Background: an optimization exercise with open tools, aiming at a short achievable clock period and few clock cycles. Do not read the settings as production practice.
Function was checked by simulation only, so behaviour that the tests miss may differ from the original.
No driver is modelled on the clock port, so clocking that relies on it looks cheaper here than on a real chip.
Power figures rest on the tool's default switching activity, not on a simulated workload.

**flow/flow/run.sh**
```bash
#!/bin/bash
# Own layout flow: the standard ORFS flow (the standard.sh, with its
# synthesis unchanged), with the port buffers made as buf_8 cells instead of
# the small delay buffers buffer_ports picks by default, and with the resizer
# free to change a cell's footprint. Each step's full log is kept by ORFS under
# orfs/logs/; make's own output goes to make_finish.log here.
set -euo pipefail
W=$(pwd)
bash "$W/standard.sh" \
	MATCH_CELL_FOOTPRINT=0 \
	"BUFFER_PORTS_ARGS=-buffer_cell sky130_fd_sc_hd__buf_8" \
	finish > "$W/make_finish.log" 2>&1
```
**flow/standard.sh**
```bash
#!/bin/bash
# synth_recipe.tcl (not shown) runs the flow's synth.tcl, then flattens the netlist and writes it again
# the make line also repeats each setting of config.mk as NAME=value (left out here)
make -C /OpenROAD-flow-scripts/flow DESIGN_CONFIG=/design/flow/config.mk WORK_HOME=/design/flow/orfs CLKGATE_MAP_FILE= SYNTH_SCRIPT=/design/flow/synth_recipe.tcl "${@:-finish}"
```
**flow/config.mk**
```make
export PLATFORM = sky130hd
export DESIGN_NAME = lc3b_cache
export DESIGN_NICKNAME = lc3b_cache
export VERILOG_FILES = /design/flow/design.v
export SDC_FILE = /design/flow/constraint.sdc
export NUM_CORES = 4
export LEC_CHECK = 0
export CAP_MARGIN = 20
export CORE_MARGIN = 2
export CORE_UTILIZATION = 50
export SETUP_SLACK_MARGIN = 4.35
export SLEW_MARGIN = 80
export SYNTH_HIERARCHICAL = 1
```
**flow/constraint.sdc**
```tcl
create_clock -name core_clock -period 7.0 [get_ports {clk}]
set_input_delay 1.4000 -clock core_clock [delete_from_list [all_inputs] [get_ports {clk}]]
set_output_delay 1.4000 -clock core_clock [all_outputs]
set_load 0.01 [all_outputs]
```
**flow/design.v**
```verilog
`default_nettype none
`default_nettype wire
`timescale 1ns/1ps
`default_nettype none
module byte_insert (
	input logic [4-1:0] sel_index,
	input logic [16-1:0] write_data,
	input logic [128-1:0] input_data,
	input logic [1:0] mem_byte_enable,
	output logic [128-1:0] output_data
	);
logic [6:0] lo_pos;
logic [6:0] hi_pos;
assign lo_pos = {sel_index[3:1], 4'h0};
assign hi_pos = {sel_index[3:1], 4'h8};
always_comb begin
	output_data = input_data;
	if (mem_byte_enable[0]) begin
		output_data[lo_pos +: 8] = write_data[7:0];
	end
	if (mem_byte_enable[1]) begin
		output_data[hi_pos +: 8] = write_data[16-1:8];
	end
end
endmodule
`default_nettype wire
`timescale 1ns/1ps
`default_nettype none
module set_sweep_counter (
	input wire logic clk,
	input wire logic rst_n,
	input wire logic sweep_start,
	output logic [3-1:0] sweep_index,
	output logic sweep_last
	);
logic [3-1:0] count;
always_ff @(posedge clk) begin
	if (!rst_n) begin
		count <= '0;
	end else if (sweep_start) begin
		count <= count + 1'b1;
	end
end
assign sweep_index = count;
assign sweep_last = (count == {3{1'b1}});  
endmodule
`default_nettype wire
`timescale 1ns/1ps
`default_nettype none
module cache_control (
	input wire logic clk,
	input wire logic rst_n,
	output logic ctrl_load_data,
	output logic ctrl_load_tag,
	output logic ctrl_set_dirty,
	output logic ctrl_clear_dirty,
	output logic ctrl_fill_select,
	output logic ctrl_wb_select,
	output logic ctrl_sweep_en,
	input wire logic ctrl_hit,
	input wire logic ctrl_dirty,
	input wire logic mem_read,
	input wire logic mem_write,
	input wire logic pmem_resp,
	input wire logic sweep_last,
	output logic sweep_start,
	output logic mem_resp,
	output logic pmem_read,
	output logic pmem_write
	);
typedef enum logic [2:0] {
	INIT,
	IDLE,
	WRITEBACK,
	FILL,
	RESPOND
} cache_state_t;
cache_state_t state;
cache_state_t next_state;
always_ff @(posedge clk) begin
	if (!rst_n) begin
		state <= INIT;
	end else begin
		state <= next_state;
	end
end
always_comb begin
	next_state = state;
	ctrl_load_data = 1'b0;
	ctrl_load_tag = 1'b0;
	ctrl_set_dirty = 1'b0;
	ctrl_clear_dirty = 1'b0;
	ctrl_fill_select = 1'b0;
	ctrl_wb_select = 1'b0;
	ctrl_sweep_en = 1'b0;
	sweep_start = 1'b0;
	mem_resp = 1'b0;
	pmem_read = 1'b0;
	pmem_write = 1'b0;
	case (state)
		INIT: begin
			sweep_start = 1'b1;
			ctrl_sweep_en = 1'b1;
			if (sweep_last) begin
				next_state = IDLE;
			end
		end
		IDLE: begin
			if (mem_read || mem_write) begin
				if (ctrl_hit) begin
					next_state = RESPOND;
					if (mem_write) begin
						ctrl_load_data = 1'b1;  
						ctrl_set_dirty = 1'b1;
					end
				end else if (ctrl_dirty) begin
					next_state = WRITEBACK;
				end else begin
					next_state = FILL;
				end
			end
		end
		WRITEBACK: begin
			pmem_write = 1'b1;
			ctrl_wb_select = 1'b1;  
			if (pmem_resp) begin
				next_state = FILL;
			end
		end
		FILL: begin
			pmem_read = 1'b1;
			ctrl_fill_select = 1'b1;
			if (pmem_resp) begin
				ctrl_load_data = 1'b1;
				ctrl_load_tag = 1'b1;
				ctrl_clear_dirty = 1'b1;
				next_state = IDLE;  
			end
		end
		RESPOND: begin
			mem_resp = 1'b1;
			next_state = IDLE;
		end
		default: begin
			next_state = INIT;
		end
	endcase
end
endmodule
`default_nettype wire
`timescale 1ns/1ps
`default_nettype none
module g_aoi221 (
	input logic a1, b1, a2, b2, c,
	output logic y
	);
assign y = ~((a1 & b1) | (a2 & b2) | c);
endmodule
module g_and2 (
	input logic a, b,
	output logic y
	);
assign y = a & b;
endmodule
module g_aoi22 (
	input logic a1, b1, a2, b2,
	output logic y
	);
assign y = ~((a1 & b1) | (a2 & b2));
endmodule
module g_nand4 (
	input logic a, b, c, d,
	output logic y
	);
assign y = ~(a & b & c & d);
endmodule
module g_nand2 (
	input logic a, b,
	output logic y
	);
assign y = ~(a & b);
endmodule
module g_and4 (
	input logic a, b, c, d,
	output logic y
	);
assign y = a & b & c & d;
endmodule
module g_nor3 (
	input logic a, b, c,
	output logic y
	);
assign y = ~(a | b | c);
endmodule
module g_xor2 (
	input logic a, b,
	output logic y
	);
assign y = a ^ b;
endmodule
module g_mux2 (
	input logic s, a, b,
	output logic y
	);
assign y = s ? a : b;
endmodule
module dec3_oh (
	input logic [2:0] a,
	output logic [7:0] oh
	);
always_comb begin
	for (int i = 0; i < 8; i++) begin
		oh[i] = (a == i[2:0]);
	end
end
endmodule
module sel8_oh #(
	parameter int W = 1
	) (
	input logic [7:0] oh,
	input logic [8*W-1:0] d,
	output logic [W-1:0] y
	);
for (genvar b = 0; b < W; b++) begin : g_bit
	logic n0, n1, n2, n3;
	g_aoi22 u0 (.a1(oh[0]), .b1(d[b]), .a2(oh[1]), .b2(d[W+b]), .y(n0));
	g_aoi22 u1 (.a1(oh[2]), .b1(d[2*W+b]), .a2(oh[3]), .b2(d[3*W+b]), .y(n1));
	g_aoi22 u2 (.a1(oh[4]), .b1(d[4*W+b]), .a2(oh[5]), .b2(d[5*W+b]), .y(n2));
	g_aoi22 u3 (.a1(oh[6]), .b1(d[6*W+b]), .a2(oh[7]), .b2(d[7*W+b]), .y(n3));
	g_nand4 u4 (.a(n0), .b(n1), .c(n2), .d(n3), .y(y[b]));
end
endmodule
module sel9_oh #(
	parameter int W = 1
	) (
	input logic [7:0] oh,
	input logic [8*W-1:0] d,
	input logic e,
	input logic [W-1:0] x,
	output logic [W-1:0] y
	);
for (genvar b = 0; b < W; b++) begin : g_bit
	logic n0, n1, n2, n3, f;
	g_and2 uf (.a(e), .b(x[b]), .y(f));
	g_aoi22 u0 (.a1(oh[0]), .b1(d[b]), .a2(oh[1]), .b2(d[W+b]), .y(n0));
	g_aoi22 u1 (.a1(oh[2]), .b1(d[2*W+b]), .a2(oh[3]), .b2(d[3*W+b]), .y(n1));
	g_aoi22 u2 (.a1(oh[4]), .b1(d[4*W+b]), .a2(oh[5]), .b2(d[5*W+b]), .y(n2));
	g_aoi221 u3 (.a1(oh[6]), .b1(d[6*W+b]), .a2(oh[7]), .b2(d[7*W+b]), .c(f), .y(n3));
	g_nand4 u4 (.a(n0), .b(n1), .c(n2), .d(n3), .y(y[b]));
end
endmodule
module hit8 #(
	parameter int TB = 9
	) (
	input logic [7:0] sel,
	input logic [8*TB-1:0] tags,
	input logic [TB-1:0] req_tag,
	output logic hit
	);
logic [7:0] miss_n;
for (genvar i = 0; i < 8; i++) begin : g_set
	logic [TB-1:0] x;
	logic e0, e1, e2;
	for (genvar j = 0; j < TB; j++) begin : g_x
		g_xor2 u_x (.a(tags[TB*i+j]), .b(req_tag[j]), .y(x[j]));
	end
	g_nor3 u_e0 (.a(x[0]), .b(x[1]), .c(x[2]), .y(e0));
	g_nor3 u_e1 (.a(x[3]), .b(x[4]), .c(x[5]), .y(e1));
	g_nor3 u_e2 (.a(x[6]), .b(x[7]), .c(x[8]), .y(e2));
	g_nand4 u_t (.a(sel[i]), .b(e0), .c(e1), .d(e2), .y(miss_n[i]));
end
logic a0, a1;
g_and4 u_a0 (.a(miss_n[0]), .b(miss_n[1]), .c(miss_n[2]), .d(miss_n[3]), .y(a0));
g_and4 u_a1 (.a(miss_n[4]), .b(miss_n[5]), .c(miss_n[6]), .d(miss_n[7]), .y(a1));
g_nand2 u_h (.a(a0), .b(a1), .y(hit));
endmodule
module mux2_w #(
	parameter int W = 1
	) (
	input logic s,
	input logic [W-1:0] a,
	input logic [W-1:0] b,
	output logic [W-1:0] y
	);
for (genvar k = 0; k < W; k++) begin : g_bit
	g_mux2 u_m (.s(s), .a(a[k]), .b(b[k]), .y(y[k]));
end
endmodule
`default_nettype wire
`timescale 1ns/1ps
`default_nettype none
module lc3b_cache (
	input wire logic clk,
	input wire logic rst_n,
	input wire logic mem_read,
	input wire logic mem_write,
	input logic [16-1:0] mem_address,
	input logic [16-1:0] mem_wdata,
	input logic [1:0] mem_byte_enable,
	output logic [16-1:0] mem_rdata,
	output logic mem_resp,
	output logic pmem_read,
	output logic pmem_write,
	output logic [9+3-1:0] pmem_address,
	output logic [128-1:0] pmem_wdata,
	input logic [128-1:0] pmem_rdata,
	input wire logic pmem_resp
	);
localparam int SETS = 8;
localparam int TB = 9;
localparam int IB = 3;
localparam int LB = 128;
localparam int WB = 16;
logic [LB-1:0] data_array [SETS];
logic [TB-1:0] tag_array [SETS];
logic [SETS-1:0] valid;
logic [SETS-1:0] dirty;
logic resp_q;
logic [WB-1:0] rdata_q;
logic pread_q;
logic pwrite_q;
logic [TB+IB-1:0] paddr_q;
logic [LB-1:0] pwdata_q;
assign mem_resp = resp_q;
assign mem_rdata = rdata_q;
assign pmem_read = pread_q;
assign pmem_write = pwrite_q;
assign pmem_address = paddr_q;
assign pmem_wdata = pwdata_q;
logic e_wb;
logic e_fill;
logic [IB-1:0] f_idx;
logic [TB-1:0] f_tag;
logic [15:0] mask;
logic st_q;
logic st_wr;
logic wc_q;
logic wc_pend_q;
logic [IB-1:0] wc_idx;
logic [2:0] wc_word;
logic [WB-1:0] wc_data;
logic [1:0] wc_be;
logic [TB-1:0] req_tag;
logic [IB-1:0] index;
logic [2:0] word;
logic req;
assign req_tag = mem_address[15:7];
assign index = mem_address[6:4];
assign word = mem_address[3:1];
assign req = mem_read | mem_write;
logic [SETS-1:0] idx_oh;
logic [7:0] word_oh;
dec3_oh u_idx_dec (.a(index), .oh(idx_oh));
dec3_oh u_word_dec (.a(word), .oh(word_oh));
logic e_busy;
assign e_busy = e_wb | e_fill;
logic fill_now;
assign fill_now = e_fill & pmem_resp;
logic pend;
assign pend = e_busy && (index == f_idx);
logic [TB*SETS-1:0] tags_flat;
for (genvar i = 0; i < SETS; i++) begin : g_tags
	assign tags_flat[TB*i +: TB] = tag_array[i];
end
logic hit;
hit8 #(.TB(TB)) u_hit (.sel(idx_oh & valid), .tags(tags_flat), .req_tag(req_tag), .hit(hit));
logic covered;
logic [7:0] word_written;
for (genvar w = 0; w < 8; w++) begin : g_cov
	assign word_written[w] = mask[2*w] & mask[2*w+1];
end
sel8_oh #(.W(1)) u_cov (.oh(word_oh), .d(word_written), .y(covered));
logic victim_dirty;
sel8_oh #(.W(1)) u_vd (.oh(idx_oh), .d(valid & dirty), .y(victim_dirty));
logic [1:0] wmask_q;
logic [WB-1:0] arrive_word;
sel8_oh #(.W(WB)) u_arrive_word (.oh(word_oh), .d(pmem_rdata), .y(arrive_word));
logic [WB-1:0] fill_word;
assign fill_word = {wmask_q[1] ? rdata_q[15:8] : arrive_word[15:8],
	wmask_q[0] ? rdata_q[7:0] : arrive_word[7:0]};
logic rd_wait;
logic fill_sel;
assign fill_sel = fill_now && rd_wait;
logic [WB*SETS-1:0] words_flat;
for (genvar i = 0; i < SETS; i++) begin : g_word
	logic [7:0] w_oh;
	dec3_oh u_dec (.a(word), .oh(w_oh));
	sel8_oh #(.W(WB)) u_word (.oh(w_oh), .d(data_array[i]), .y(words_flat[WB*i +: WB]));
end
logic [WB-1:0] word_out;
sel9_oh #(.W(WB)) u_rword (.oh(idx_oh & {SETS{!fill_sel}}), .d(words_flat), .e(fill_sel), .x(fill_word), .y(word_out));
logic [LB*SETS-1:0] all_lines;
for (genvar i = 0; i < SETS; i++) begin : g_lines
	assign all_lines[LB*i +: LB] = data_array[i];
end
logic [SETS-1:0] l_oh;
dec3_oh u_l_dec (.a(index), .oh(l_oh));
logic [LB-1:0] line_out;
sel8_oh #(.W(LB)) u_line (.oh(l_oh), .d(all_lines), .y(line_out));
logic [TB-1:0] victim_tag;
sel8_oh #(.W(TB)) u_vtag (.oh(idx_oh), .d(tags_flat), .y(victim_tag));
logic [LB-1:0] pwdata_d;
mux2_w #(.W(LB)) u_pwdata (.s(e_wb), .a(pwdata_q), .b(line_out), .y(pwdata_d));
logic [TB+IB-1:0] paddr_look, paddr_busy, paddr_d;
assign paddr_look = {victim_dirty ? victim_tag : req_tag, index};
mux2_w #(.W(TB+IB)) u_paddr_busy (.s(e_wb && pmem_resp), .a({f_tag, f_idx}), .b(paddr_q), .y(paddr_busy));
mux2_w #(.W(TB+IB)) u_paddr (.s(!e_busy || fill_now), .a(paddr_look), .b(paddr_busy), .y(paddr_d));
logic lookup;
assign lookup = req && !resp_q;
logic e_free;
assign e_free = !e_busy || (fill_now && !pend);
logic go_m;
assign go_m = lookup && e_free;
logic e_wb_base, e_fill_base;
assign e_wb_base = e_wb && !pmem_resp;
assign e_fill_base = (e_wb && pmem_resp) || (e_fill && !pmem_resp);
logic [6:0] ctl_h, ctl_m, ctl_d;
assign ctl_h = {rst_n && lookup && !mem_write && pend && !covered && !fill_now,
	rst_n && lookup && (!pend || mem_write || covered || fill_sel),
	rst_n && lookup && mem_write,
	1'b0,
	rst_n && e_wb_base,
	rst_n && e_fill_base,
	pend && !fill_now};
assign ctl_m = {rst_n && lookup && !mem_write && (go_m || (rd_wait && pend && !fill_now)),
	rst_n && go_m && mem_write,
	rst_n && go_m && mem_write,
	rst_n && go_m,
	rst_n && (go_m ? victim_dirty : e_wb_base),
	rst_n && (go_m ? !victim_dirty : e_fill_base),
	go_m || (pend && !fill_now)};
mux2_w #(.W(7)) u_ctl (.s(hit), .a(ctl_h), .b(ctl_m), .y(ctl_d));
always_ff @(posedge clk) begin
	rd_wait <= ctl_d[6];
	resp_q <= ctl_d[5];
	wc_q <= ctl_d[4];
	st_q <= ctl_d[3];
	e_wb <= ctl_d[2];
	pwrite_q <= ctl_d[2];
	e_fill <= ctl_d[1];
	pread_q <= ctl_d[1];
	wc_pend_q <= ctl_d[0];
end
always_ff @(posedge clk) begin
	pwdata_q <= pwdata_d;
	paddr_q <= paddr_d;
	if (!e_busy || fill_now) begin
		f_idx <= index;
		f_tag <= req_tag;
		st_wr <= mem_write;
	end
	wc_idx <= index;
	wc_word <= word;
	wc_data <= mem_wdata;
	wc_be <= mem_byte_enable;
	rdata_q <= word_out;
	wmask_q <= st_q ? 2'b00 : {mask[{word, 1'b1}], mask[{word, 1'b0}]};
	if (st_q) begin
		mask <= '0;
	end
	if (wc_q && wc_pend_q) begin
		if (wc_be[0]) mask[{wc_word, 1'b0}] <= 1'b1;
		if (wc_be[1]) mask[{wc_word, 1'b1}] <= 1'b1;
	end
end
always_ff @(posedge clk) begin
	for (int i = 0; i < SETS; i++) begin
		for (int k = 0; k < 16; k++) begin
			if (wc_q && wc_idx == i[IB-1:0] && wc_word == k[3:1] && wc_be[k % 2]) begin
				data_array[i][8*k +: 8] <= wc_data[8*(k % 2) +: 8];
			end else if (fill_now && f_idx == i[IB-1:0] && !mask[k]) begin
				data_array[i][8*k +: 8] <= pmem_rdata[8*k +: 8];
			end
		end
		if (st_q && f_idx == i[IB-1:0]) begin
			tag_array[i] <= f_tag;
			dirty[i] <= st_wr;
		end else if (wc_q && wc_idx == i[IB-1:0]) begin
			dirty[i] <= 1'b1;
		end
	end
end
always_ff @(posedge clk) begin
	if (!rst_n) begin
		valid <= '0;
	end else if (st_q) begin
		valid[f_idx] <= 1'b1;
	end
end
endmodule
`default_nettype wire
```
==> results of run 1 <==
## final cells by class
type / count / area [µm²]
Clock inverter: 74 / 930.9
Multi-Input combinational cell: 3378 / 39790
Tap cell: 2016 / 2522
Timing Repair Buffer: 1535 / 16450
Inverter: 34 / 133.9
Sequential cell: 1330 / 38180
Fill cell: 10482 / 47750
Clock buffer: 209 / 4193
## power groups by stage
stage | clock network [mW] | registers [mW] | logic, mW
2_1_floorplan | 0 | 9.17 | 1.33
3_3_place_gp | 0 | 9.31 | 2.49
5_1_grt | 8.71 | 9.12 | 3.36
4_1_cts | 8.41 | 9.10 | 3.10
6_report | 8.36 | 9.10 | 3.27
3_5_place_dp | 0 | 9.25 | 2.96
## Yosys stat by module (local to each module, per instance), a selection
module | cell area (µm²) | flip-flops and latches | cells
dec3_oh | 65.06 | 0 | 8
g_and2 | 6.256 | 0 | 1
g_and4 | 8.758 | 0 | 1
g_aoi22 | 12.51 | 0 | 1
g_aoi221 | 15.01 | 0 | 1
g_mux2 | 15.01 | 0 | 1
g_nand2 | 3.754 | 0 | 1
g_nand4 | 6.256 | 0 | 1
g_nor3 | 10.01 | 0 | 1
g_xor2 | 8.758 | 0 | 1
lc3b_cache | 54570 | 1330 | 3071
## worst reg2reg max path: stages (launching register included)
cell and delay, ns:
dfxtp_2 0.37, inv_1 0.17, ha_1 0.26, ha_2 0.35
nand2_8 0.17, buf_16 0.21, nor2_4 0.08, clkbuf_4 0.20
buf_2 0.22, mux2_2 0.36
## what timing repair did
action,4_1_cts,5_1_grt
buffers inserted,104,56
hold endpoints to repair,0,0
resized for setup,313,74
pin swaps,57,53
setup endpoints to repair,416,336
hold buffers,0,0
cloned,13,3
## cell usage after synthesis, types with 36 or more instances
master	n
mux2_1	171
nor2_8	40
edfxtp_1	1117
o22ai_1	134
mux2_4	159
dfxtp_1	213
nand2_1	36
nor2_4	58
and2_1	44
clkbuf_1	128
mux2_2	878
a22oi_2	1180
xor2_1	72
nand4_1	308
## cell families after synthesis
logic type | count (synthesis)
AOI/OAI and AO/OA | 1357
DFF | 1330
muxes | 1214
and+or+nand+nor | 718
buffers and inverters | 228
xor gates and xnor gates | 75
adders and majority gates | 13
other | 1
## state kept, by name, indices dropped and copies added, names as in the netlist, 8 cells and up
name        cells
pwdata_q      128
valid           8
dirty           8
mask           16
tag_array      72
rdata_q        16
wc_data        16
data_array   1024
paddr_q        12
f_tag           9
## metal layers
metal	GRT usage [%]	share of wire, %	vias to the layer above
met5	0	0.013	-
met4	8.617	2.7	8
met3	14.74	13	563
met2	63.00	45	3714
met1	54.94	39	29933
li1	-	-	23882
## path summary, 6_finish.rpt
check	start	to	slack, ns	cells past startpoint
worst min register to register	f_tag[2]$_DFFE_PP_	tag_array[5][2]$_DFFE_PP_	0.48	0
worst max-delay path	mem_address[3]	rdata_q[6]$_DFF_P_	4.03	13
worst min-delay path	f_tag[2]$_DFFE_PP_	tag_array[5][2]$_DFFE_PP_	0.48	0
worst max register to register	wc_word[0]$_DFF_P_	data_array[2][78]$_DFFE_PP_	4.36	9
## metrics by stage
stage | instance area (µm²) | util (%)
2_1_floorplan | 76690 | -
3_3_place_gp | 83950 | 55.98
3_5_place_dp | 93950 | 62.65
4_1_cts | 101000 | 67.37
5_1_grt | 102200 | 68.16
6_report | 102200 | 68.16
==> flow_summary.json, run 1 <==
{
  "clkTransAtPathRegs_ns": 0.06,
  "p_clk_share_pct": 40.3,
  "rsz0062_at_grt": "yes",
  "path_cells": "buf_16 -> buf_16 -> buf_16 -> buf_4 -> buf_12 -> clkbuf_16 -> and3_4 -> buf_6 -> a22oi_2 -> clkbuf_2 -> nand4_1 -> a221oi_2 -> nand4_1",
  "status": "finished clean",
  "wirelength_um": 321800,
  "hold_viol_final": 0,
  "clock-sinks": 1330,
  "cp-start-kind": "primary input",
  "p_sw_mw": 5.445,
  "worst_ep_required_time_ns": 7.65,
  "core.rowCount": 142,
  "route.detailed.drc": 0,
  "yosysTopAreaCell": "edfxtp_1",
  "io_pins": 326,
  "crit_path_end_kind": "flip-flop",
  "cpPeakStageDelay_ns": 0.28,
  "maxCapViolCount": 0,
  "final_layout_size_suffix_gt1_share_pct": 70.78,
  "synth_simple_gate_area_share_pct": 7.396,
  "viasPerCell": 6.775,
  "seqPwrFrac_pct": 43.9,
  "synth_seq_cells": 1330,
  "drt_first_pass_iters": 6,
  "syn_inst": 4936,
  "grt_max_degree": 36,
  "grtUsageTotal_pct": 40.78,
  "area_growth_pct": 35.21,
  "setup_viol": 0,
  "slew_violations": 0,
  "comb_power_share_pct": 15.8,
  "synth_top_family_by_area": "compound AO/OA/AOI/OAI gates",
  "finalNonFillerCells": 8576,
  "cts_max_level": 4,
  "drt-initial-drc-count": 7709,
  "antenna_found_initial": 5,
  "vdd_ir_drop_max_v": 0.0002477,
  "fp.dieH_um": 392.8,
  "clock_latency_ns": 0.80,
  "fin_skew_ns": 0.02662,
  "yosys_most_used_dff": "edfxtp_1",
  "tns_ns": 0,
  "hold_ws_ns": 0.4804,
  "numCtsBuffers": 154,
  "synth-warning-count": 12,
  "setup_slack_ns": 4.027,
  "start_util_pct": 50.41,
  "die-area_mm2": 0.1543,
  "clockBufferDepth": 3,
  "swShare_pct": 26.26,
  "wl_per_cell_um": 37.52,
  "path_delay_family": "buffers and inverters",
  "p_total_mw": 20.74,
  "fin_crit_sh_pct": 42.47,
  "synth_cell_types": 60,
  "async_reset_ff_share_pct": 0,
  "syn_avg_cell_area_um2": 15.31,
  "crit_type": "primary input to flip-flop",
  "syn-num-nets": 5116,
  "placed_cells": 8056,
  "synth_top_cell_area_share_pct": 44.38,
  "fmax_mhz": 336.3,
  "cp_max_fo": 17,
  "grt_overflow": 0,
  "synth-xor-area-share_pct": 0.8690,
  "n_antenna_cell": 0,
  "pre_cts_slack_ns": 2.976,
  "syn_area_mm2": 0.07559,
  "final_cell_mix": "a22oi_2 (1180), edfxtp_1 (1117), mux2_2 (863), buf_8 (361), nand4_1 (308)",
  "synthTopCellsByArea": "edfxtp_1 (44%), a22oi_2 (20%), mux2_2 (13%), dfxtp_1 (5.6%), mux2_4 (3.2%)",
  "synthAdderAreaFrac_pct": 0.2152,
  "routabilityCongestion": 1.005,
  "dp_hpwl_um": 250300,
  "powerDensity_mw_per_mm2": 202.9,
  "cts_tree": "done",
  "power.internal_mw": 15.29,
  "cp_num_buf_inv": 8,
  "finalNetCount": 6613,
  "clk_root_buffer_cell": "clkbuf_16",
  "synth_edf_count": 1117,
  "grt_pass1_wl_um": 440300,
  "grt_pass1_vias": 56164,
  "synth_mux_area_share_pct": 18.93,
  "coreArea_mm2": 0.1500,
  "total_leakage_power_nw": 34.68,
  "synth_compound_area_share_pct": 21.20,
  "worstPathArrival_ns": 3.62,
  "io_buffers": 324,
  "yosysSeqAreaShare_pct": 50.02,
  "min_period_ns": 2.973,
  "crit_slowest_cell": "a221oi_2",
  "num_vias": 58100,
  "final_common_cell": "a22oi_2",
  "critPathMostFrequentCell": "buf_16",
  "die_w_um": 392.8,
  "worstHoldPathType": "flip-flop to flip-flop",
  "antenna_left": 0
}
Testbench counts, summed over its fixed seeds: cycles 70,032.
==> run 2: changes to the inputs <==
--- a/flow/config.mk
+++ b/flow/config.mk
@@ -8,6 +8,8 @@
 export CAP_MARGIN = 20
 export CORE_MARGIN = 2
 export CORE_UTILIZATION = 50
-export SETUP_SLACK_MARGIN = 4.35
+export CTS_CLUSTER_DIAMETER = 100
+export CTS_CLUSTER_SIZE = 20
+export SETUP_SLACK_MARGIN = 4.4
 export SLEW_MARGIN = 80
 export SYNTH_HIERARCHICAL = 1
==> run 2 against run 1 <==
  * Critical path type unchanged
  * Cell area shrank 2.6%
  * Setup slack lost 0.13 ns
  * Hold slack gained 0.025 ns
  * Critical path depth grew 1
  * Still clean
  * Clock power shrank 39%
  * Via count shrank 0.71%
  * Critical endpoint is now rdata_q[15]$_DFF_P_
  * Sequential cell count is the same
==> flow_summary.json, run 2 <==
{
  "power.internal_mw": 12.60,
  "pre_cts_slack_ns": 2.867,
  "io_pins": 326,
  "synth_top_cell_area_share_pct": 44.38,
  "cp_max_fo": 14,
  "grt_pass1_vias": 55064,
  "largest-register": "data_array",
  "largest_register_ffs": 1024,
  "reg2reg_depth": 9,
  "wirelength_um": 324700,
  "fp.dieH_um": 392.8,
  "yosysTopAreaCell": "edfxtp_1",
  "vdd_ir_drop_max_v": 0.0002050,
  "p_clk_share_pct": 29.2,
  "syn_avg_cell_area_um2": 15.31,
  "status": "finished clean",
  "routabilityCongestion": 1.016,
  "synth_edf_count": 1117,
  "powerDensity_mw_per_mm2": 175.6,
  "crit_type": "primary input to flip-flop",
  "crit_path_end_kind": "flip-flop",
  "grt_max_degree": 33,
  "synth_simple_gate_area_share_pct": 7.396,
  "final_layout_size_suffix_gt1_share_pct": 70.35,
  "worstSetupEndpoint": "rdata_q[15]$_DFF_P_",
  "drt-initial-drc-count": 7535,
  "antenna_found_initial": 8,
  "io_buffers": 324,
  "cts_max_level": 3,
  "synth_compound_area_share_pct": 21.20,
  "coreArea_mm2": 0.1500,
  "rsz0062_at_grt": "yes",
  "synth_cell_types": 60,
  "place_area_mm2": 0.09394,
  "async_reset_ff_share_pct": 0,
  "die_w_um": 392.8,
  "synth_common_cells": "a22oi_2 (1180), edfxtp_1 (1117), mux2_2 (878)",
  "tns_ns": 0,
  "synth-warning-count": 12,
  "antenna_left": 0,
  "fin_crit_sh_pct": 44.40,
  "maxCapViolCount": 0,
  "cts_tree": "done",
  "yosysMostFrequentCell": "a22oi_2",
  "slew_violations": 0,
  "clock_latency_ns": 0.76,
  "total_leakage_power_nw": 33.46,
  "fmax_mhz": 321.7,
  "syn_area_mm2": 0.07559,
  "r2r-end": "data_array[2][7]$_DFFE_PP_",
  "grt_overflow": 0,
  "seqPwrFrac_pct": 52.0,
  "synthTopCellsByArea": "edfxtp_1 (44%), a22oi_2 (20%), mux2_2 (13%), dfxtp_1 (5.6%), mux2_4 (3.2%)",
  "fin_skew_ns": 0.03943,
  "r2r_slack_ns": 4.39,
  "route.detailed.drc": 0,
  "num_vias": 57688,
  "hold_viol_final": 0,
  "yosysSeqAreaShare_pct": 50.02,
  "final_cell_mix": "a22oi_2 (1180), edfxtp_1 (1117), mux2_2 (863), buf_8 (364), clkbuf_2 (338)",
  "wl_per_cell_um": 38.30,
  "setup_slack_ns": 3.892,
  "swShare_pct": 27.94,
  "reg_top3": "data_array x1024, pwdata_q x128, tag_array x72",
  "final_common_cell": "a22oi_2",
  "yosys_most_used_dff": "edfxtp_1",
  "cts_hold_buf": 0,
  "fillerInstances": 10981,
  "numCtsBuffers": 77,
  "syn-num-nets": 5116,
  "clockBufferDepth": 3,
  "clkTransAtPathRegs_ns": 0.09,
  "comb_power_share_pct": 18.9,
  "synth-xor-area-share_pct": 0.8690,
  "grt_pass1_wl_um": 441300,
  "clock-sinks": 1330,
  "drt_first_pass_iters": 6,
  "grtUsageTotal_pct": 41.06,
  "worstPathArrival_ns": 3.72,
  "worstSetupStartpoint": "mem_address[3]",
  "setup_viol": 0,
  "clk_root_buffer_cell": "clkbuf_16",
  "finalNetCount": 6575,
  "area_growth_pct": 31.69,
  "viasPerCell": 6.805,
  "worst_ep_required_time_ns": 7.62,
  "cp-start-kind": "primary input",
  "p_sw_mw": 4.886,
  "synth_top_family_by_area": "compound AO/OA/AOI/OAI gates",
  "syn_inst": 4936,
  "fin_area_mm2": 0.09954,
  "core.rowCount": 142,
  "start_util_pct": 50.41,
  "synthAdderAreaFrac_pct": 0.2152,
  "dp_hpwl_um": 255600,
  "die-area_mm2": 0.1543,
  "worstHoldPathType": "flip-flop to flip-flop",
  "synth_mux_area_share_pct": 18.93,
  "synth_seq_cells": 1330,
  "min_period_ns": 3.108,
  "regToRegStartpoint": "wc_word[0]$_DFF_P_"
}
## run 2: per-layer routing
metal	part of all wire (%)	routed length, µm	track usage, %	up-vias
met1	39	125900	55.80	29683
met3	13	42350	13.56	558
met2	44	144300	62.41	3696
met4	3.7	12010	11.80	8
met5	0.016	51	0	-
li1	-	-	-	23743
## run 2: repair_timing
action / CTS / global route
setup endpoints to repair: 373 / 270
setup buffers: 94 / 90
cloned: 13 / 8
resized for setup: 313 / 67
pin swaps: 43 / 40
## run 2: worst min path at each step
| stage | from | cells after the start | to |
|---|---|---|---|
| 5_1_grt | pwdata_q[40]$_DFF_P_ | 1 | pwdata_q[40]$_DFF_P_ |
| 3_5_place_dp | valid[6]$_SDFFE_PN0P_ | 1 | valid[6]$_SDFFE_PN0P_ |
| 4_1_cts | pwdata_q[53]$_DFF_P_ | 1 | pwdata_q[53]$_DFF_P_ |
| 3_3_place_gp | mask[2]$_DFF_P_ | 2 | mask[2]$_DFF_P_ |
| 6_report | pwdata_q[108]$_DFF_P_ | 1 | pwdata_q[108]$_DFF_P_ |
| 2_1_floorplan | valid[6]$_SDFFE_PN0P_ | 1 | valid[6]$_SDFFE_PN0P_ |
## run 2: logic make-up after synthesis
group           after synthesis
other cells                   1
flops                      1330
mux                        1214
xor+xnor                     75
buf+inv                     228
simple gates                718
fa+ha+maj                    13
compound gates             1357
## run 2: cell type report
class / instances / area, µm² / area share [%]
tap: 2016 / 2522 / 2.534
timing repair buffer: 1574 / 16610 / 16.69
multi-input combinational: 3378 / 39770 / 39.95
antenna: 2 / 5.005 / 0.005028
sequential: 1330 / 38190 / 38.37
clock buffer: 134 / 2182 / 2.192
inverter: 34 / 132.6 / 0.1332
clock inverter: 9 / 126.4 / 0.1270
## run 2: per-module statistics from Yosys, one instance, submodules excluded, excerpt
module,area [µm²],times used,flip-flops and latches
g_nor3,10.01,24,0
g_aoi22,12.51,1180,0
lc3b_cache,54570,1,1330
g_nand2,3.754,1,0
g_aoi221,15.01,16,0
g_nand4,6.256,307,0
g_and2,6.256,16,0
g_xor2,8.758,72,0
## run 2: metrics by stage
| stage | hold slack, ns | total power [mW] | utilization (%) | cells |
|---|---|---|---|---|
| 2_1_floorplan | 0.4458 | 10.50 | - | 4936 |
| 3_3_place_gp | 0.4774 | 11.82 | 55.97 | 7167 |
| 3_5_place_dp | 0.4956 | 12.24 | 62.65 | 8070 |
| 4_1_cts | 0.5090 | 17.32 | 65.34 | 8320 |
| 5_1_grt | 0.5132 | 17.85 | 66.38 | 8475 |
| 6_report | 0.5056 | 17.48 | 66.38 | 8477 |
## run 2: power groups by stage
stage | Combinational [mW] | Clock [mW] | Sequential, mW
global route | 3.37 | 5.37 | 9.11
detailed placement | 2.99 | 0 | 9.25
finish | 3.30 | 5.10 | 9.09
CTS | 3.11 | 5.11 | 9.09
global placement | 2.50 | 0 | 9.32
floorplan | 1.33 | 0 | 9.17
## run 2: worst max-delay path: stages
cell,delay [ns]
buf_12,0.08
buf_16,0.10
buf_16,0.11
buf_16,0.13
buf_12,0.11
clkbuf_16,0.17
and3b_4,0.23
clkbuf_8,0.18
a22oi_2,0.19
nand4_1,0.21
mux2_4,0.32
and2_1,0.15
a221oi_2,0.20
nand4_1,0.13
==> run 3: changes to the inputs <==
--- a/flow/design.v
+++ b/flow/design.v
@@ -156,12 +156,6 @@
 	);
 assign y = ~((a1 & b1) | (a2 & b2) | c);
 endmodule
-module g_and2 (
-	input logic a, b,
-	output logic y
-	);
-assign y = a & b;
-endmodule
 module g_aoi22 (
 	input logic a1, b1, a2, b2,
 	output logic y
@@ -230,22 +224,20 @@
 	g_nand4 u4 (.a(n0), .b(n1), .c(n2), .d(n3), .y(y[b]));
 end
 endmodule
-module sel9_oh #(
+module sel8c_oh #(
 	parameter int W = 1
 	) (
 	input logic [7:0] oh,
 	input logic [8*W-1:0] d,
-	input logic e,
-	input logic [W-1:0] x,
+	input logic [W-1:0] c,
 	output logic [W-1:0] y
 	);
 for (genvar b = 0; b < W; b++) begin : g_bit
-	logic n0, n1, n2, n3, f;
-	g_and2 uf (.a(e), .b(x[b]), .y(f));
+	logic n0, n1, n2, n3;
 	g_aoi22 u0 (.a1(oh[0]), .b1(d[b]), .a2(oh[1]), .b2(d[W+b]), .y(n0));
 	g_aoi22 u1 (.a1(oh[2]), .b1(d[2*W+b]), .a2(oh[3]), .b2(d[3*W+b]), .y(n1));
 	g_aoi22 u2 (.a1(oh[4]), .b1(d[4*W+b]), .a2(oh[5]), .b2(d[5*W+b]), .y(n2));
-	g_aoi221 u3 (.a1(oh[6]), .b1(d[6*W+b]), .a2(oh[7]), .b2(d[7*W+b]), .c(f), .y(n3));
+	g_aoi221 u3 (.a1(oh[6]), .b1(d[6*W+b]), .a2(oh[7]), .b2(d[7*W+b]), .c(c[b]), .y(n3));
 	g_nand4 u4 (.a(n0), .b(n1), .c(n2), .d(n3), .y(y[b]));
 end
 endmodule
@@ -373,22 +365,29 @@
 logic victim_dirty;
 sel8_oh #(.W(1)) u_vd (.oh(idx_oh), .d(valid & dirty), .y(victim_dirty));
 logic [1:0] wmask_q;
-logic [WB-1:0] arrive_word;
-sel8_oh #(.W(WB)) u_arrive_word (.oh(word_oh), .d(pmem_rdata), .y(arrive_word));
-logic [WB-1:0] fill_word;
-assign fill_word = {wmask_q[1] ? rdata_q[15:8] : arrive_word[15:8],
-	wmask_q[0] ? rdata_q[7:0] : arrive_word[7:0]};
 logic rd_wait;
 logic fill_sel;
 assign fill_sel = fill_now && rd_wait;
 logic [WB*SETS-1:0] words_flat;
+logic [8*8-1:0] lo_bytes, hi_bytes;
+for (genvar w = 0; w < 8; w++) begin : g_bytes
+	assign lo_bytes[8*w +: 8] = pmem_rdata[16*w +: 8];
+	assign hi_bytes[8*w +: 8] = pmem_rdata[16*w+8 +: 8];
+end
 for (genvar i = 0; i < SETS; i++) begin : g_word
 	logic [7:0] w_oh;
 	dec3_oh u_dec (.a(word), .oh(w_oh));
 	sel8_oh #(.W(WB)) u_word (.oh(w_oh), .d(data_array[i]), .y(words_flat[WB*i +: WB]));
 end
+logic [1:0] e_arr, e_keep;
+assign e_arr = {2{fill_sel}} & ~wmask_q;
+assign e_keep = {2{fill_sel}} & wmask_q;
+logic [WB-1:0] keep_word, arrive_word;
+assign keep_word = {{8{e_keep[1]}} & rdata_q[15:8], {8{e_keep[0]}} & rdata_q[7:0]};
+sel8c_oh #(.W(8)) u_arrive_lo (.oh(word_oh & {8{e_arr[0]}}), .d(lo_bytes), .c(keep_word[7:0]), .y(arrive_word[7:0]));
+sel8c_oh #(.W(8)) u_arrive_hi (.oh(word_oh & {8{e_arr[1]}}), .d(hi_bytes), .c(keep_word[15:8]), .y(arrive_word[15:8]));
 logic [WB-1:0] word_out;
-sel9_oh #(.W(WB)) u_rword (.oh(idx_oh & {SETS{!fill_sel}}), .d(words_flat), .e(fill_sel), .x(fill_word), .y(word_out));
+sel8c_oh #(.W(WB)) u_rword (.oh(idx_oh & {SETS{!fill_sel}}), .d(words_flat), .c(arrive_word), .y(word_out));
 logic [LB*SETS-1:0] all_lines;
 for (genvar i = 0; i < SETS; i++) begin : g_lines
 	assign all_lines[LB*i +: LB] = data_array[i];
==> flow/flow/run.sh (replaced) <==
#!/bin/bash
# Own layout flow: the standard ORFS flow (the standard.sh, with its
# synthesis unchanged), with
# - the port buffers made as buf_8 cells instead of the small delay buffers
#   buffer_ports picks by default,
# - the resizer free to change a cell's footprint,
# - a fanout limit set before each repair step (flow/max_fanout.tcl).
# Each step's full log is kept by ORFS under orfs/logs/; make's own output
# goes to make_finish.log here.
set -euo pipefail
W=$(pwd)
MF="$W/flow/max_fanout.tcl"
bash "$W/standard.sh" \
	MATCH_CELL_FOOTPRINT=0 \
	"BUFFER_PORTS_ARGS=-buffer_cell sky130_fd_sc_hd__buf_8" \
	PRE_RESIZE_TCL="$MF" \
	PRE_CTS_TCL="$MF" \
	PRE_GLOBAL_ROUTE_TCL="$MF" \
	finish > "$W/make_finish.log" 2>&1
==> flow/flow/max_fanout.tcl (new file) <==
# Limit the fanout the resizer leaves on any net, so that high-fanout nets
# (the address bits and their decoded selects) get balanced buffer trees
# instead of chains of slew-repair buffers.
set_max_fanout 16 [current_design]
--- a/flow/config.mk
+++ b/flow/config.mk
@@ -8,8 +8,6 @@
 export CAP_MARGIN = 20
 export CORE_MARGIN = 2
 export CORE_UTILIZATION = 50
-export CTS_CLUSTER_DIAMETER = 100
-export CTS_CLUSTER_SIZE = 20
 export SETUP_SLACK_MARGIN = 4.4
 export SLEW_MARGIN = 80
 export SYNTH_HIERARCHICAL = 1
==> run 3 against run 2 <==
  * Still clean on timing, DRC and antenna
  * Sequential power barely moved
  * Wire length up 7.6%
  * Critical path depth decreased by 3
  * Core utilization increased by 2.4 points
  * Register-to-register slack worse by 0.04 ns
  * Combinational power increased by 1%
  * Synthesized cell count is essentially flat
  * Hold slack got worse by 0.020 ns
  * Non-clock buffer count grew 93
  * Clock-buffer cell count increased by 71
  * Clock skew shrank 0.017 ns
  * Largest cell class unchanged
  * Highest routed layer unchanged
==> flow_summary.json, run 3 <==
{
  "placed_cells": 8091,
  "clock-sinks": 1330,
  "fin_skew_ns": 0.02202,
  "fin_crit_sh_pct": 42.60,
  "cp-start-kind": "primary input",
  "coreArea_mm2": 0.1500,
  "routabilityCongestion": 0.9977,
  "grtUsageTotal_pct": 44.08,
  "numCtsBuffers": 155,
  "crit_type": "primary input to flip-flop",
  "antenna_left": 0,
  "drt-initial-drc-count": 8467,
  "start_util_pct": 50.39,
  "io_buffers": 324,
  "wl_per_cell_um": 40.05,
  "reg_top3": "data_array x1024, pwdata_q x128, tag_array x72",
  "total_leakage_power_nw": 35.43,
  "final_common_cell": "a22oi_2",
  "yosysMostFrequentCell": "a22oi_2",
  "final_layout_size_suffix_gt1_share_pct": 71.64,
  "finalNonFillerCells": 8723,
  "synth_seq_cells": 1330,
  "vdd_ir_drop_max_v": 0.0002558,
  "io_pins": 326,
  "wirelength_um": 349300,
  "hold_ws_ns": 0.4860,
  "clock_latency_ns": 0.80,
  "tns_ns": 0,
  "fmax_mhz": 335.3,
  "syn_inst": 4939,
  "comb_power_share_pct": 16.0,
  "syn_area_mm2": 0.07556,
  "seqPwrFrac_pct": 43.7,
  "maxCapViolCount": 0,
  "area_growth_pct": 36.56,
  "async_reset_ff_share_pct": 0,
  "num_vias": 60545,
  "grt_pass1_vias": 57066,
  "swShare_pct": 26.78,
  "fp.dieH_um": 392.7,
  "p_sw_mw": 5.588,
  "worstHoldPathType": "flip-flop to flip-flop",
  "die-area_mm2": 0.1542,
  "rsz0062_at_grt": "yes",
  "crit_path_end_kind": "flip-flop",
  "setup_viol": 0,
  "synth_common_cells": "a22oi_2 (1164), edfxtp_1 (1117), mux2_2 (862)",
  "powerDensity_mw_per_mm2": 202.2,
  "yosysTopAreaCell": "edfxtp_1",
  "hold_viol_final": 0,
  "worst_ep_required_time_ns": 7.57,
  "yosys_most_used_dff": "edfxtp_1",
  "final_cell_mix": "a22oi_2 (1164), edfxtp_1 (1117), mux2_2 (853), buf_4 (399), buf_8 (373)",
  "antenna_found_initial": 20,
  "finalNetCount": 6748,
  "largest_register_ffs": 1024,
  "syn-num-nets": 5119,
  "core.rowCount": 142,
  "dp_hpwl_um": 268000,
  "cp_max_fo": 8,
  "synth_top_cell_area_share_pct": 44.39,
  "syn_avg_cell_area_um2": 15.30,
  "viasPerCell": 6.941,
  "cts_hold_buf": 0,
  "drt_first_pass_iters": 6,
  "die_w_um": 392.7,
  "grt_overflow": 0,
  "yosysSeqAreaShare_pct": 50.03,
  "synth-warning-count": 12,
  "synthTopCellsByArea": "edfxtp_1 (44%), a22oi_2 (19%), mux2_2 (13%), dfxtp_1 (5.6%), mux2_4 (3.2%)",
  "synth_cell_types": 61,
  "route.detailed.drc": 0,
  "grt_pass1_wl_um": 467600,
  "status": "finished clean",
  "worstPathArrival_ns": 3.56,
  "clkTransAtPathRegs_ns": 0.06,
  "cts_tree": "done",
  "min_period_ns": 2.982,
  "grt_max_degree": 17,
  "synth_edf_count": 1117,
  "largest-register": "data_array",
  "p_clk_share_pct": 40.3,
  "slew_violations": 0,
  "p_total_mw": 20.86,
  "power.internal_mw": 15.27
}
==> run 3: cell types whose count changed after synthesis, sizes merged <==
| cell | previous run | this run |
|---|---|---|
| buf | 66 | 67 |
| a22oi | 1180 | 1164 |
| mux2 | 1208 | 1192 |
| a221oi | 16 | 32 |
| inv | 34 | 33 |
| nor2 | 149 | 151 |
| and3 | 11 | 28 |
==> run 3: area by class of cell <==
class / instances / area, µm²
tap: 2016 / 2522
clock buffer: 205 / 4302
clock inverter: 84 / 872.1
timing repair buffer: 1667 / 17140
sequential: 1330 / 38190
inverter: 33 / 123.9
multi-input combinational: 3381 / 40020
antenna: 7 / 17.52
fill: 10530 / 46770
==> run 3: per-layer routing <==
metal  share of wire (%)  up-vias  GRT usage (%)
li1                    -    24210              -
met3                  16      793          19.64
met1                  38    30834          59.08
met4                 4.5       24          14.92
met5                0.11        -         0.4785
met2                  42     4684          62.97
==> run 3: what timing repair did <==
| item | 4_1_cts | 5_1_grt |
|---|---|---|
| setup buffers | 148 | 121 |
| endpoints found under the setup margin | 553 | 628 |
| gates resized for setup | 540 | 217 |
| cloned | 8 | 4 |
| pin swaps | 230 | 194 |
==> run 3: per-module statistics from Yosys, one instance, submodules excluded, excerpt <==
module / copies in the design / cells
g_and4: 2 / 1
g_mux2: 159 / 1
g_nand2: 1 / 1
g_aoi221: 32 / 1
g_nor3: 24 / 1
dec3_oh: 11 / 8
lc3b_cache: 1 / 3090
g_xor2: 72 / 1
g_nand4: 307 / 1
g_aoi22: 1164 / 1
==> run 3: worst max-delay path: stages <==
cell and delay, ns:
buf_8 0.07, buf_12 0.16, buf_12 0.14, and3b_2 0.24, and2_4 0.18, buf_4 0.15
a221oi_4 0.27, buf_4 0.19, nand4_1 0.21, a221oi_2 0.24, nand4_1 0.29
==> run 3: logic make-up after synthesis <==
family	share of synthesized area, %
AND/OR/NAND/NOR	7.549
multiplexers	18.70
adder cells (fa/ha/maj)	0.2153
AO/OA/AOI/OAI	21.26
buffers and inverters	1.371
XOR/XNOR	0.8693
other	0.004963
flip-flops	50.03
==> run 3: final timing paths <==
path | startpoint | end | slack, ns | cells past startpoint
min reg2reg | f_tag[7]$_DFFE_PP_ | tag_array[7][7]$_DFFE_PP_ | 0.49 | 0
max | mem_address[1] | rdata_q[3]$_DFF_P_ | 4.02 | 11
max reg2reg | wc_idx[0]$_DFF_P_ | data_array[0][0]$_DFFE_PP_ | 4.35 | 10
min | f_tag[7]$_DFFE_PP_ | tag_array[7][7]$_DFFE_PP_ | 0.49 | 0
==> run 3: through the flow <==
stage                     instance area (µm²)  utilization, %  setup WS, ns
after CTS                              101100           67.41         4.187
after global routing                   103200           68.80         4.080
after global placement                  83900           55.95         2.486
after floorplan                         76760               -        0.7849
after detailed placement                93190           62.15         2.555
final                                  103200           68.81         4.018
==> run 3: power groups by stage <==
stage / sequential, mW / clock, mW / combinational (mW)
after floorplan: 9.17 / 0 / 1.29
after global placement: 9.36 / 0 / 2.43
after detailed placement: 9.27 / 0 / 2.92
after CTS: 9.12 / 8.40 / 3.10
after global routing: 9.13 / 8.71 / 3.40
final: 9.12 / 8.41 / 3.34
Testbench counts of run 3, summed over its fixed seeds: cycles 70,032.
==> run 4: changes to the inputs <==
--- a/flow/design.v
+++ b/flow/design.v
@@ -208,6 +208,17 @@
 	end
 end
 endmodule
+module dec3en_oh (
+	input logic [2:0] a,
+	input logic en,
+	output logic [7:0] oh
+	);
+always_comb begin
+	for (int i = 0; i < 8; i++) begin
+		oh[i] = en && (a == i[2:0]);
+	end
+end
+endmodule
 module sel8_oh #(
 	parameter int W = 1
 	) (
@@ -356,12 +367,6 @@
 end
 logic hit;
 hit8 #(.TB(TB)) u_hit (.sel(idx_oh & valid), .tags(tags_flat), .req_tag(req_tag), .hit(hit));
-logic covered;
-logic [7:0] word_written;
-for (genvar w = 0; w < 8; w++) begin : g_cov
-	assign word_written[w] = mask[2*w] & mask[2*w+1];
-end
-sel8_oh #(.W(1)) u_cov (.oh(word_oh), .d(word_written), .y(covered));
 logic victim_dirty;
 sel8_oh #(.W(1)) u_vd (.oh(idx_oh), .d(valid & dirty), .y(victim_dirty));
 logic [1:0] wmask_q;
@@ -384,26 +389,35 @@
 assign e_keep = {2{fill_sel}} & wmask_q;
 logic [WB-1:0] keep_word, arrive_word;
 assign keep_word = {{8{e_keep[1]}} & rdata_q[15:8], {8{e_keep[0]}} & rdata_q[7:0]};
-sel8c_oh #(.W(8)) u_arrive_lo (.oh(word_oh & {8{e_arr[0]}}), .d(lo_bytes), .c(keep_word[7:0]), .y(arrive_word[7:0]));
-sel8c_oh #(.W(8)) u_arrive_hi (.oh(word_oh & {8{e_arr[1]}}), .d(hi_bytes), .c(keep_word[15:8]), .y(arrive_word[15:8]));
+logic [7:0] arr_oh_lo, arr_oh_hi;
+dec3en_oh u_arr_dec_lo (.a(word), .en(e_arr[0]), .oh(arr_oh_lo));
+dec3en_oh u_arr_dec_hi (.a(word), .en(e_arr[1]), .oh(arr_oh_hi));
+sel8c_oh #(.W(8)) u_arrive_lo (.oh(arr_oh_lo), .d(lo_bytes), .c(keep_word[7:0]), .y(arrive_word[7:0]));
+sel8c_oh #(.W(8)) u_arrive_hi (.oh(arr_oh_hi), .d(hi_bytes), .c(keep_word[15:8]), .y(arrive_word[15:8]));
 logic [WB-1:0] word_out;
-sel8c_oh #(.W(WB)) u_rword (.oh(idx_oh & {SETS{!fill_sel}}), .d(words_flat), .c(arrive_word), .y(word_out));
+logic [SETS-1:0] r_oh;
+dec3en_oh u_r_dec (.a(index), .en(!fill_sel), .oh(r_oh));
+sel8c_oh #(.W(WB)) u_rword (.oh(r_oh), .d(words_flat), .c(arrive_word), .y(word_out));
 logic [LB*SETS-1:0] all_lines;
 for (genvar i = 0; i < SETS; i++) begin : g_lines
 	assign all_lines[LB*i +: LB] = data_array[i];
 end
+logic [TB*SETS-1:0] vtags_flat;
+for (genvar i = 0; i < SETS; i++) begin : g_vtag
+	mux2_w #(.W(TB)) u_vt (.s(valid[i] & dirty[i]), .a(tag_array[i]), .b(req_tag), .y(vtags_flat[TB*i +: TB]));
+end
 logic [SETS-1:0] l_oh;
-dec3_oh u_l_dec (.a(index), .oh(l_oh));
-logic [LB-1:0] line_out;
-sel8_oh #(.W(LB)) u_line (.oh(l_oh), .d(all_lines), .y(line_out));
-logic [TB-1:0] victim_tag;
-sel8_oh #(.W(TB)) u_vtag (.oh(idx_oh), .d(tags_flat), .y(victim_tag));
+dec3en_oh u_l_dec (.a(index), .en(!e_wb), .oh(l_oh));
 logic [LB-1:0] pwdata_d;
-mux2_w #(.W(LB)) u_pwdata (.s(e_wb), .a(pwdata_q), .b(line_out), .y(pwdata_d));
-logic [TB+IB-1:0] paddr_look, paddr_busy, paddr_d;
-assign paddr_look = {victim_dirty ? victim_tag : req_tag, index};
+sel8c_oh #(.W(LB)) u_pwdata (.oh(l_oh), .d(all_lines), .c({LB{e_wb}} & pwdata_q), .y(pwdata_d));
+logic look_en;
+assign look_en = !e_busy || fill_now;
+logic [TB+IB-1:0] paddr_busy, paddr_d;
 mux2_w #(.W(TB+IB)) u_paddr_busy (.s(e_wb && pmem_resp), .a({f_tag, f_idx}), .b(paddr_q), .y(paddr_busy));
-mux2_w #(.W(TB+IB)) u_paddr (.s(!e_busy || fill_now), .a(paddr_look), .b(paddr_busy), .y(paddr_d));
+logic [SETS-1:0] a_oh;
+dec3en_oh u_a_dec (.a(index), .en(look_en), .oh(a_oh));
+sel8c_oh #(.W(TB)) u_paddr_tag (.oh(a_oh), .d(vtags_flat), .c({TB{!look_en}} & paddr_busy[TB+IB-1:IB]), .y(paddr_d[TB+IB-1:IB]));
+assign paddr_d[IB-1:0] = look_en ? index : paddr_busy[IB-1:0];
 logic lookup;
 assign lookup = req && !resp_q;
 logic e_free;
@@ -414,8 +428,8 @@
 assign e_wb_base = e_wb && !pmem_resp;
 assign e_fill_base = (e_wb && pmem_resp) || (e_fill && !pmem_resp);
 logic [6:0] ctl_h, ctl_m, ctl_d;
-assign ctl_h = {rst_n && lookup && !mem_write && pend && !covered && !fill_now,
-	rst_n && lookup && (!pend || mem_write || covered || fill_sel),
+assign ctl_h = {rst_n && lookup && !mem_write && pend && !fill_now,
+	rst_n && lookup && (!pend || mem_write || fill_sel),
 	rst_n && lookup && mem_write,
 	1'b0,
 	rst_n && e_wb_base,
==> run 4 against run 3 <==
  * Sequential cell count did not move
  * Clock-buffer cell count rose by 13
  * Core utilization fell by 0.80 points
  * Sequential power rose by 1%
  * Wire length rose by 0.67%
  * Hold slack improved by 0.015 ns
==> flow_summary.json, run 4 <==
{
  "hold_depth": 1,
  "total_leakage_power_nw": 33.94,
  "fmax_mhz": 316.2,
  "grt_pass1_wl_um": 471000,
  "final_cell_mix": "edfxtp_1 (1117), a22oi_2 (1023), mux2_2 (1009), buf_8 (380), clkbuf_2 (328)",
  "worstPathArrival_ns": 3.76,
  "syn_avg_cell_area_um2": 15.06,
  "hold_viol_final": 0,
  "vdd_ir_drop_max_v": 0.0002335,
  "largest_register_ffs": 1024,
  "io_buffers": 324,
  "wirelength_um": 351600,
  "grt_max_degree": 17,
  "antenna_left": 0,
  "num_vias": 60455,
  "drt-initial-drc-count": 8900,
  "clkTransAtPathRegs_ns": 0.06,
  "async_reset_ff_share_pct": 0,
  "finalNetCount": 6689,
  "syn_area_mm2": 0.07505,
  "start_util_pct": 50.23,
  "clock-sinks": 1330,
  "seqPwrFrac_pct": 43.7,
  "fp.dieH_um": 391.4,
  "route.detailed.drc": 0,
  "clock_latency_ns": 0.82,
  "critPathMostFrequentCell": "buf_6",
  "cpPeakStageDelay_ns": 0.29,
  "setup_viol": 0,
  "worst_ep_required_time_ns": 7.59,
  "fillerInstances": 10506,
  "grt_pass1_vias": 57520,
  "min_period_ns": 3.163,
  "r2r_slack_ns": 4.18,
  "synth-warning-count": 13,
  "path_cells": "buf_8 -> and3_4 -> buf_12 -> clkinv_8 -> buf_12 -> nor2_4 -> buf_6 -> nor4b_4 -> buf_2 -> buf_6 -> buf_6 -> buf_6 -> a22oi_2 -> nand4_1 -> a221oi_2 -> nand4_1",
  "maxCapViolCount": 0,
  "comb_power_share_pct": 15.4,
  "synth_cell_types": 58,
  "yosysSeqAreaShare_pct": 50.38,
  "synth_top_cell_area_share_pct": 44.69,
  "cp-start-kind": "primary input",
  "synth_seq_cells": 1330,
  "crit_path_end_kind": "flip-flop",
  "final_common_cell": "edfxtp_1",
  "reg2reg_depth": 15,
  "wl_per_cell_um": 40.60,
  "hold_ws_ns": 0.5014,
  "reg_top3": "data_array x1024, pwdata_q x128, tag_array x72",
  "io_pins": 326,
  "tns_ns": 0,
  "powerDensity_mw_per_mm2": 207.5,
  "yosysMostFrequentCell": "edfxtp_1",
  "largest-register": "data_array",
  "synth_common_cells": "edfxtp_1 (1117), a22oi_2 (1023), mux2_2 (1009)",
  "viasPerCell": 6.980,
  "coreArea_mm2": 0.1494,
  "area_growth_pct": 35.41,
  "syn_inst": 4984,
  "grt_overflow": 0,
  "hp-start": "valid[4]$_SDFFE_PN0P_",
  "r2r-end": "rdata_q[1]$_DFF_P_",
  "antenna_found_initial": 23,
  "cp_max_fo": 5,
  "routabilityCongestion": 1.019,
  "grtUsageTotal_pct": 44.75,
  "yosysTopAreaCell": "edfxtp_1",
  "p_sw_mw": 5.599,
  "hold_end": "valid[4]$_SDFFE_PN0P_",
  "final_layout_size_suffix_gt1_share_pct": 71.74,
  "cts_tree": "done",
  "synthTopCellsByArea": "edfxtp_1 (45%), a22oi_2 (17%), mux2_2 (15%), dfxtp_1 (5.7%), a221oi_2 (3.4%)",
  "status": "finished clean",
  "crit_slowest_cell": "nand4_1",
  "p_clk_share_pct": 40.9,
  "core.rowCount": 142,
  "drt_first_pass_iters": 6,
  "dp_hpwl_um": 272600,
  "die-area_mm2": 0.1532,
  "power.internal_mw": 15.49,
  "worstHoldPathType": "flip-flop to flip-flop",
  "syn-num-nets": 5164,
  "synth_edf_count": 1117,
  "fin_skew_ns": 0.02527,
  "swShare_pct": 26.55,
  "die_w_um": 391.4,
  "rsz0062_at_grt": "yes",
  "fin_crit_sh_pct": 45.18,
  "yosys_most_used_dff": "edfxtp_1",
  "crit_type": "primary input to flip-flop",
  "regToRegStartpoint": "pread_q$_DFF_P_",
  "numCtsBuffers": 153,
  "slew_violations": 0
}
[run 4: cell count changes in the layout (fill, tap and decap cells not counted), sizes merged, moves of 12 or more]
cell    delta
buf      -177
a22oi    -141
mux2      -73
and4b     +15
and2     +111
a221oi   +137
and4bb    +15
inv       -12
nor2b     -12
clkinv    -25
clkbuf   +101
[run 4: kinds of logic (layout without fill, tap and decap cells)]
logic type	count (synthesis)	count (layout)	share of synthesized area [%]
compound gates	1352	1352	21.83
flops	1330	1330	50.38
mux	1125	1125	17.39
simple gates	854	856	8.053
buf+inv	234	1887	1.252
xor+xnor	75	75	0.8753
fa+ha+maj	13	13	0.2167
other cells	1	7	0.004997
[run 4: area by class of cell]
cell class / count / area (µm²) / share of cell area [%]
tap: 2016 / 2522 / 2.482
clock inverter: 67 / 899.6 / 0.8853
inverter: 26 / 120.1 / 0.1182
sequential: 1330 / 38270 / 37.66
multi-input combinational: 3422 / 39870 / 39.24
timing repair buffer: 1576 / 15540 / 15.29
clock buffer: 218 / 4380 / 4.311
antenna: 6 / 15.01 / 0.01478
[run 4: how the worst max path moves through the flow]
stage	startpoint	endpoint	slack, ns	cells past startpoint
floorplan	mem_address[6]	pwdata_q[100]$_DFF_P_	-0.18	3
global placement	mem_address[3]	rdata_q[1]$_DFF_P_	2.97	6
detailed placement	pmem_resp	rdata_q[12]$_DFF_P_	2.68	17
CTS	pmem_resp	rdata_q[12]$_DFF_P_	4.00	17
global route	pmem_resp	rdata_q[12]$_DFF_P_	3.91	17
finish	pmem_resp	rdata_q[1]$_DFF_P_	3.84	16
[run 4: worst max-delay path, delay by kind of cell]
family,cells,cell delay (ns)
compound gates,2,0.46
buf+inv,9,1.03
simple gates,5,0.85
[run 4: metrics by stage]
| step | area (µm²) | total power [mW] | cells | setup slack (ns) | util [%] |
|---|---|---|---|---|---|
| floorplan | 76250 | 10.50 | 4984 | -0.1801 | - |
| global placement | 83700 | 11.89 | 7208 | 2.967 | 56.01 |
| detailed placement | 92830 | 12.29 | 8173 | 2.676 | 62.13 |
| CTS | 100300 | 20.88 | 8559 | 3.997 | 67.16 |
| global route | 101600 | 21.42 | 8657 | 3.911 | 68.00 |
| finish | 101600 | 21.09 | 8661 | 3.837 | 68.01 |
[run 4: power by group through the flow]
stage | sequential (mW) | combinational (mW) | clock (mW)
2_1_floorplan | 9.22 | 1.28 | 0
3_3_place_gp | 9.42 | 2.47 | 0
3_5_place_dp | 9.36 | 2.93 | 0
4_1_cts | 9.21 | 3.06 | 8.61
5_1_grt | 9.23 | 3.31 | 8.88
6_report | 9.22 | 3.25 | 8.62
[run 4: per-module statistics from Yosys (local to each module, per instance), a selection]
module / times used / cell area (µm²)
dec3_oh: 9 / 65.06
dec3en_oh: 5 / 96.34
g_and4: 2 / 8.758
g_aoi22: 1023 / 12.51
g_aoi221: 169 / 15.01
g_mux2: 91 / 15.01
g_nand2: 1 / 3.754
g_nand4: 306 / 6.256
g_nor3: 24 / 10.01
g_xor2: 72 / 8.758
lc3b_cache: 1 / 54470
[run 4: timing repair]
item / in CTS / in global routing
endpoints found under the setup margin: 515 / 491
hold buffers: 0 / 0
gates cloned: 2 / 2
gates resized for setup: 488 / 118
pin swaps: 90 / 77
buffers inserted: 99 / 42
[run 4: metal layers]
metal	vias up	GRT usage, %	share of wire, %
li1	24243	-	-
met1	30928	58.33	37
met2	4483	65.45	43
met3	779	19.98	15
met4	22	15.91	4.2
met5	-	1.085	0.10
Testbench counts of run 4, summed over its fixed seeds: cycles 70,052.

afterwards: timing with drivers on the ports:
The flow's constraints put no driver on any port. The routed layouts listed below were extracted and timed again, unchanged, in two steps.
Step 1 (the two cells are an assumption about what drives the block):
set clk [get_ports {clk}]
set_driving_cell -lib_cell sky130_fd_sc_hd__clkbuf_16 $clk
set_driving_cell -lib_cell sky130_fd_sc_hd__buf_2 [delete_from_list [all_inputs] $clk]
Step 2 times the ports against the registers' clock, not the clock port: input delays grow and output delays shrink by t, the midpoint of the rising clock arrivals with the driver on.
Three values: ideal, step 1, step 2; two values: the first two.
run	t (ns)	setup WS [ns]	clock arrival spread, ns	worst data-port slew with drivers (ns)
run 1	0.869	4.027 / 4.014 / 3.174	0.034 / 0.034	0.21
run 2	0.820	3.892 / 3.910 / 3.090	0.045 / 0.045	0.23
run 3	0.875	4.018 / 4.050 / 3.176	0.024 / 0.023	0.21
run 4	0.889	3.837 / 3.881 / 2.993	0.029 / 0.029	0.24
After both steps setup and hold are still met in every run listed. For run 1, which loses most, drivers alone change the setup slack by -0.013 ns; drivers and shift together by -0.853 ns.
